What follows belongs to an exercise in optimizing a design on an open flow for small area; a production flow would make more cautious choices. The RTL was checked by simulation tests, not by an equivalence proof against the original design.

==> run a: inputs <==
// cfg_extract_top
module cfg_extract_top (
    input  logic                                axis_clk,
    input  logic                                aresetn,
    input  logic [cfg_extract_pkg::DATA_W-1:0]  i_ctrl_tdata,
    input  logic [cfg_extract_pkg::KEEP_W-1:0]  i_ctrl_tkeep,
    input  logic                                i_ctrl_tvalid,
    input  logic                                i_ctrl_tlast,
    output logic [cfg_extract_pkg::DATA_W-1:0]  o_ctrl_tdata,
    output logic [cfg_extract_pkg::KEEP_W-1:0]  o_ctrl_tkeep,
    output logic                                o_ctrl_tvalid,
    output logic                                o_ctrl_tlast,
    output logic [cfg_extract_pkg::CFG_W-1:0]   o_cfg_info,
    output logic                                o_cfg_update
);
    logic                                   load;
    logic                                   commit;
    logic                                   pass;    
    logic [3*cfg_extract_pkg::DATA_W-1:0]   shadow;
    cfg_rx_fsm u_rx_fsm (
        .axis_clk  (axis_clk),
        .aresetn   (aresetn),
        .i_tdata   (i_ctrl_tdata),
        .i_tvalid  (i_ctrl_tvalid),
        .i_tlast   (i_ctrl_tlast),
        .o_load    (load),
        .o_commit  (commit),
        .o_pass    (pass)
    );
    cfg_table_store u_table_store (
        .axis_clk     (axis_clk),
        .aresetn      (aresetn),
        .i_tdata      (i_ctrl_tdata),
        .i_shadow     (shadow),
        .i_commit     (commit),
        .o_cfg_info   (o_cfg_info),
        .o_cfg_update (o_cfg_update)
    );
    ctrl_bypass u_bypass (
        .axis_clk (axis_clk),
        .aresetn  (aresetn),
        .i_tdata  (i_ctrl_tdata),
        .i_tkeep  (i_ctrl_tkeep),
  ...
==> module cfg_sel_bit, before the edit <==
module cfg_sel_bit (
    input  logic axis_clk,
    input  logic i_a,
    input  logic i_ld_a,
    input  logic i_b,
    input  logic i_ld_b,
    input  logic i_hold,
    output logic o_q
);
    always_ff @(posedge axis_clk)
        o_q <= (i_a & i_ld_a) | (i_b & i_ld_b) | (o_q & i_hold);
endmodule
==> module ctrl_bypass, before the edit <==
module ctrl_bypass (
    input  logic                                axis_clk,
    input  logic                                aresetn,
    input  logic [cfg_extract_pkg::DATA_W-1:0]  i_tdata,
    input  logic [cfg_extract_pkg::KEEP_W-1:0]  i_tkeep,
    input  logic                                i_tvalid,
    input  logic                                i_tlast,
    input  logic                                i_pass,
    input  logic                                i_load,
    output logic [cfg_extract_pkg::DATA_W-1:0]  o_tdata,
    output logic [cfg_extract_pkg::KEEP_W-1:0]  o_tkeep,
    output logic                                o_tvalid,
    output logic                                o_tlast,
    output logic [3*cfg_extract_pkg::DATA_W-1:0] o_shadow   
);
    logic [cfg_extract_pkg::DATA_W-1:0] s1_data;
    logic [cfg_extract_pkg::DATA_W-1:2*cfg_extract_pkg::KEEP_W] s3_data;
    logic [cfg_extract_pkg::KEEP_W-1:0] s1_keep;
    logic                               s1_valid;
    logic                               s1_last;
    logic s1_ld, s1_hold;    
    logic s2_ld, s2_hold;    
    logic s3_ld, s3_hold;    
    assign s1_ld   =  i_tvalid;
    assign s1_hold = !i_tvalid;
    assign s2_ld   = !i_load ||  i_tvalid;
    assign s2_hold =  i_load && !i_tvalid;
    assign s3_ld   =  i_load &&  i_tvalid;
    assign s3_hold = !s3_ld;
    always_ff @(posedge axis_clk) begin
        s1_valid <= i_tvalid;    
        s1_last  <= i_tlast;
    end
    always_ff @(posedge axis_clk) begin
        if (!aresetn)
            o_tvalid <= 1'b0;
        else
            o_tvalid <= i_pass && s1_valid;
    end
    always_ff @(posedge axis_clk)
        o_tlast <= s1_last;
    for (genvar b = 0; b < cfg_extract_pkg::DATA_W; b++) begin : g_bit
        cfg_hold_bit u_s1 (.axis_clk(axis_clk), .i_new(i_tdata[b]), .i_ld(s1_ld), .i_hold(s1_hold), .o_q(s1_data[b]));
        cfg_hold_bit u_s2 (.axis_clk(axis_clk), .i_new(s1_data[b]), .i_ld(s2_ld), .i_hold(s2_hold), .o_q(o_tdata[b]));
        if (b >= 2*cfg_extract_pkg::KEEP_W) begin : g_s3
            cfg_hold_bit u_s3 (.axis_clk(axis_clk), .i_new(o_tdata[b]), .i_ld(s3_ld), .i_hold(s3_hold), .o_q(s3_data[b]));
        end
    end
    logic k1_ld, k1_hold, k1_pay;    
    logic k2_ld, k2_hold, k2_pay;
    assign k1_pay  =  i_load &&  i_tvalid;
    assign k1_ld   = !i_load &&  i_tvalid;
    assign k1_hold = !i_tvalid;
    assign k2_pay  =  i_load &&  i_tvalid;
    assign k2_ld   = !i_load;
    assign k2_hold =  i_load && !i_tvalid;
    for (genvar b = 0; b < cfg_extract_pkg::KEEP_W; b++) begin : g_keep
        cfg_sel_bit u_k1 (.axis_clk(axis_clk),
                          .i_a(i_tkeep[b]), .i_ld_a(k1_ld),
                          .i_b(o_tdata[b]), .i_ld_b(k1_pay),
                          .i_hold(k1_hold), .o_q(s1_keep[b]));
        cfg_sel_bit u_k2 (.axis_clk(axis_clk),
                          .i_a(s1_keep[b]), .i_ld_a(k2_ld),
                          .i_b(o_tdata[cfg_extract_pkg::KEEP_W+b]), .i_ld_b(k2_pay),
                          .i_hold(k2_hold), .o_q(o_tkeep[b]));
    end
    assign o_shadow = {s1_data, o_tdata, s3_data, o_tkeep, s1_keep};
endmodule
export LEC_CHECK = 0
export CAP_MARGIN = 20
export CORE_AREA = 10 10 470 470
export DIE_AREA = 0 0 480 480
export SLEW_MARGIN = 20
export SYNTH_HIERARCHICAL = 1
export SYNTH_MINIMUM_KEEP_SIZE = 0
create_clock -name core_clock -period 5.0 [get_ports {axis_clk}]
standard.sh (not shown) runs the stock make flow with config.mk's settings and CLKGATE_MAP_FILE= SYNTH_SCRIPT=/design/flow/synth_recipe.tcl, a recipe that flattens the netlist after the stock synthesis.
==> flow/flow/run.sh <==
#!/bin/bash
# Standard layout with two changes: the smallest buffer on every port instead of
# the default delay buffer, and a clock tree of small buffers in small clusters
# without dummy loads.
set -euo pipefail
export BUFFER_PORTS_ARGS="-buffer_cell sky130_fd_sc_hd__buf_1"
export CTS_ARGS="-sink_clustering_enable -repair_clock_nets -dont_use_dummy_load -buf_list sky130_fd_sc_hd__clkbuf_4 -sink_clustering_size 8 -sink_clustering_max_diameter 50"
bash standard.sh finish > orfs_make.log 2>&1
==> run b (differences from run a) <==
--- a/flow/design.v
+++ b/flow/design.v
@@ -148,16 +148,4 @@
         o_q <= (i_new & i_ld) | (o_q & i_hold);
 endmodule
-module cfg_sel_bit (
-    input  logic axis_clk,
-    input  logic i_a,
-    input  logic i_ld_a,
-    input  logic i_b,
-    input  logic i_ld_b,
-    input  logic i_hold,
-    output logic o_q
-);
-    always_ff @(posedge axis_clk)
-        o_q <= (i_a & i_ld_a) | (i_b & i_ld_b) | (o_q & i_hold);
-endmodule
 `timescale 1ns/100ps
 module ctrl_bypass (
@@ -177,5 +165,5 @@
 );
     logic [cfg_extract_pkg::DATA_W-1:0] s1_data;
-    logic [cfg_extract_pkg::DATA_W-1:2*cfg_extract_pkg::KEEP_W] s3_data;
+    logic [cfg_extract_pkg::DATA_W-1:0] s3_data;
     logic [cfg_extract_pkg::KEEP_W-1:0] s1_keep;
     logic                               s1_valid;
@@ -193,4 +181,5 @@
         s1_valid <= i_tvalid;    
         s1_last  <= i_tlast;
+        s1_keep  <= i_tkeep;
     end
     always_ff @(posedge axis_clk) begin
@@ -200,32 +189,14 @@
             o_tvalid <= i_pass && s1_valid;
     end
-    always_ff @(posedge axis_clk)
+    always_ff @(posedge axis_clk) begin
         o_tlast <= s1_last;
+        o_tkeep <= s1_keep;
+    end
     for (genvar b = 0; b < cfg_extract_pkg::DATA_W; b++) begin : g_bit
         cfg_hold_bit u_s1 (.axis_clk(axis_clk), .i_new(i_tdata[b]), .i_ld(s1_ld), .i_hold(s1_hold), .o_q(s1_data[b]));
         cfg_hold_bit u_s2 (.axis_clk(axis_clk), .i_new(s1_data[b]), .i_ld(s2_ld), .i_hold(s2_hold), .o_q(o_tdata[b]));
-        if (b >= 2*cfg_extract_pkg::KEEP_W) begin : g_s3
-            cfg_hold_bit u_s3 (.axis_clk(axis_clk), .i_new(o_tdata[b]), .i_ld(s3_ld), .i_hold(s3_hold), .o_q(s3_data[b]));
-        end
-    end
-    logic k1_ld, k1_hold, k1_pay;    
-    logic k2_ld, k2_hold, k2_pay;
-    assign k1_pay  =  i_load &&  i_tvalid;
-    assign k1_ld   = !i_load &&  i_tvalid;
-    assign k1_hold = !i_tvalid;
-    assign k2_pay  =  i_load &&  i_tvalid;
-    assign k2_ld   = !i_load;
-    assign k2_hold =  i_load && !i_tvalid;
-    for (genvar b = 0; b < cfg_extract_pkg::KEEP_W; b++) begin : g_keep
-        cfg_sel_bit u_k1 (.axis_clk(axis_clk),
-                          .i_a(i_tkeep[b]), .i_ld_a(k1_ld),
-                          .i_b(o_tdata[b]), .i_ld_b(k1_pay),
-                          .i_hold(k1_hold), .o_q(s1_keep[b]));
-        cfg_sel_bit u_k2 (.axis_clk(axis_clk),
-                          .i_a(s1_keep[b]), .i_ld_a(k2_ld),
-                          .i_b(o_tdata[cfg_extract_pkg::KEEP_W+b]), .i_ld_b(k2_pay),
-                          .i_hold(k2_hold), .o_q(o_tkeep[b]));
-    end
-    assign o_shadow = {s1_data, o_tdata, s3_data, o_tkeep, s1_keep};
+        cfg_hold_bit u_s3 (.axis_clk(axis_clk), .i_new(o_tdata[b]), .i_ld(s3_ld), .i_hold(s3_hold), .o_q(s3_data[b]));
+    end
+    assign o_shadow = {s1_data, o_tdata, s3_data};
 endmodule
 `timescale 1ns/100ps
==> flow/run.sh (new file) <==
#!/bin/bash
# synth_recipe.tcl (not shown) runs the flow's synth.tcl, then flattens the netlist and writes it again
# the make line also repeats each setting of config.mk as NAME=value (left out here)
make -C /OpenROAD-flow-scripts/flow DESIGN_CONFIG=/design/flow/config.mk WORK_HOME=/design/flow/orfs CLKGATE_MAP_FILE= SYNTH_SCRIPT=/design/flow/synth_recipe.tcl finish
Settings changed: CORE_AREA 10 10 470 470 to 10 10 390 390, DIE_AREA 0 0 480 480 to 0 0 400 400.
removed: flow/flow/run.sh
removed: flow/standard.sh
==> impl_results.md <==
* Post-Syn Area at 55300 sq um
* Stage reached: I/O pin placement
* Outcome: did not finish
* Die Ht at 400 um
* Die width at 400 um
* Err: [ERROR PPL-0024] Number of IO pins (1607) exceeds maximum number of available positions (1446). Increase the die perimeter from 1600.00um to 2185.52um.
Source of the figures above: run b

==> impl_results.md <==
* Die Ht at 480 um
* Die width at 480 um
* Outcome: timing/DRC/antenna clean
* Post-Syn Area at 54600 sq um
Source of the figures above: run a

## static timing again, ports no longer ideal
How much do the figures lean on ideal ports? The routed layout below was timed once more, with nothing changed but the port constraints.
Step 1 (the two cells are an assumption about what drives the block):
set clk [get_ports {axis_clk}]
set_driving_cell -lib_cell sky130_fd_sc_hd__clkbuf_16 $clk
set_driving_cell -lib_cell sky130_fd_sc_hd__buf_2 [delete_from_list [all_inputs] $clk]
Step 2 adds t to the input delays and takes it off the output delays; t is the mean of the earliest and latest rising clock arrival at the registers after step 1. Input paths then give back, and output paths get back, about the clock's delay inside the block.
a / b / c = ideal ports / drivers / drivers and shift; a / b = the first two.
run: run a
shift t [ns]: 1.284
setup slack, ns: 1.758 / 1.666 / 0.939
worst setup path at the end: input to register
worst register clock-pin slew, ns: 0.10 / 0.10
cell pins on the clock port's net: 1
After both steps setup and hold are still met in run a. For run a, drivers alone change the setup slack by -0.092 ns; drivers and shift together by -0.819 ns.
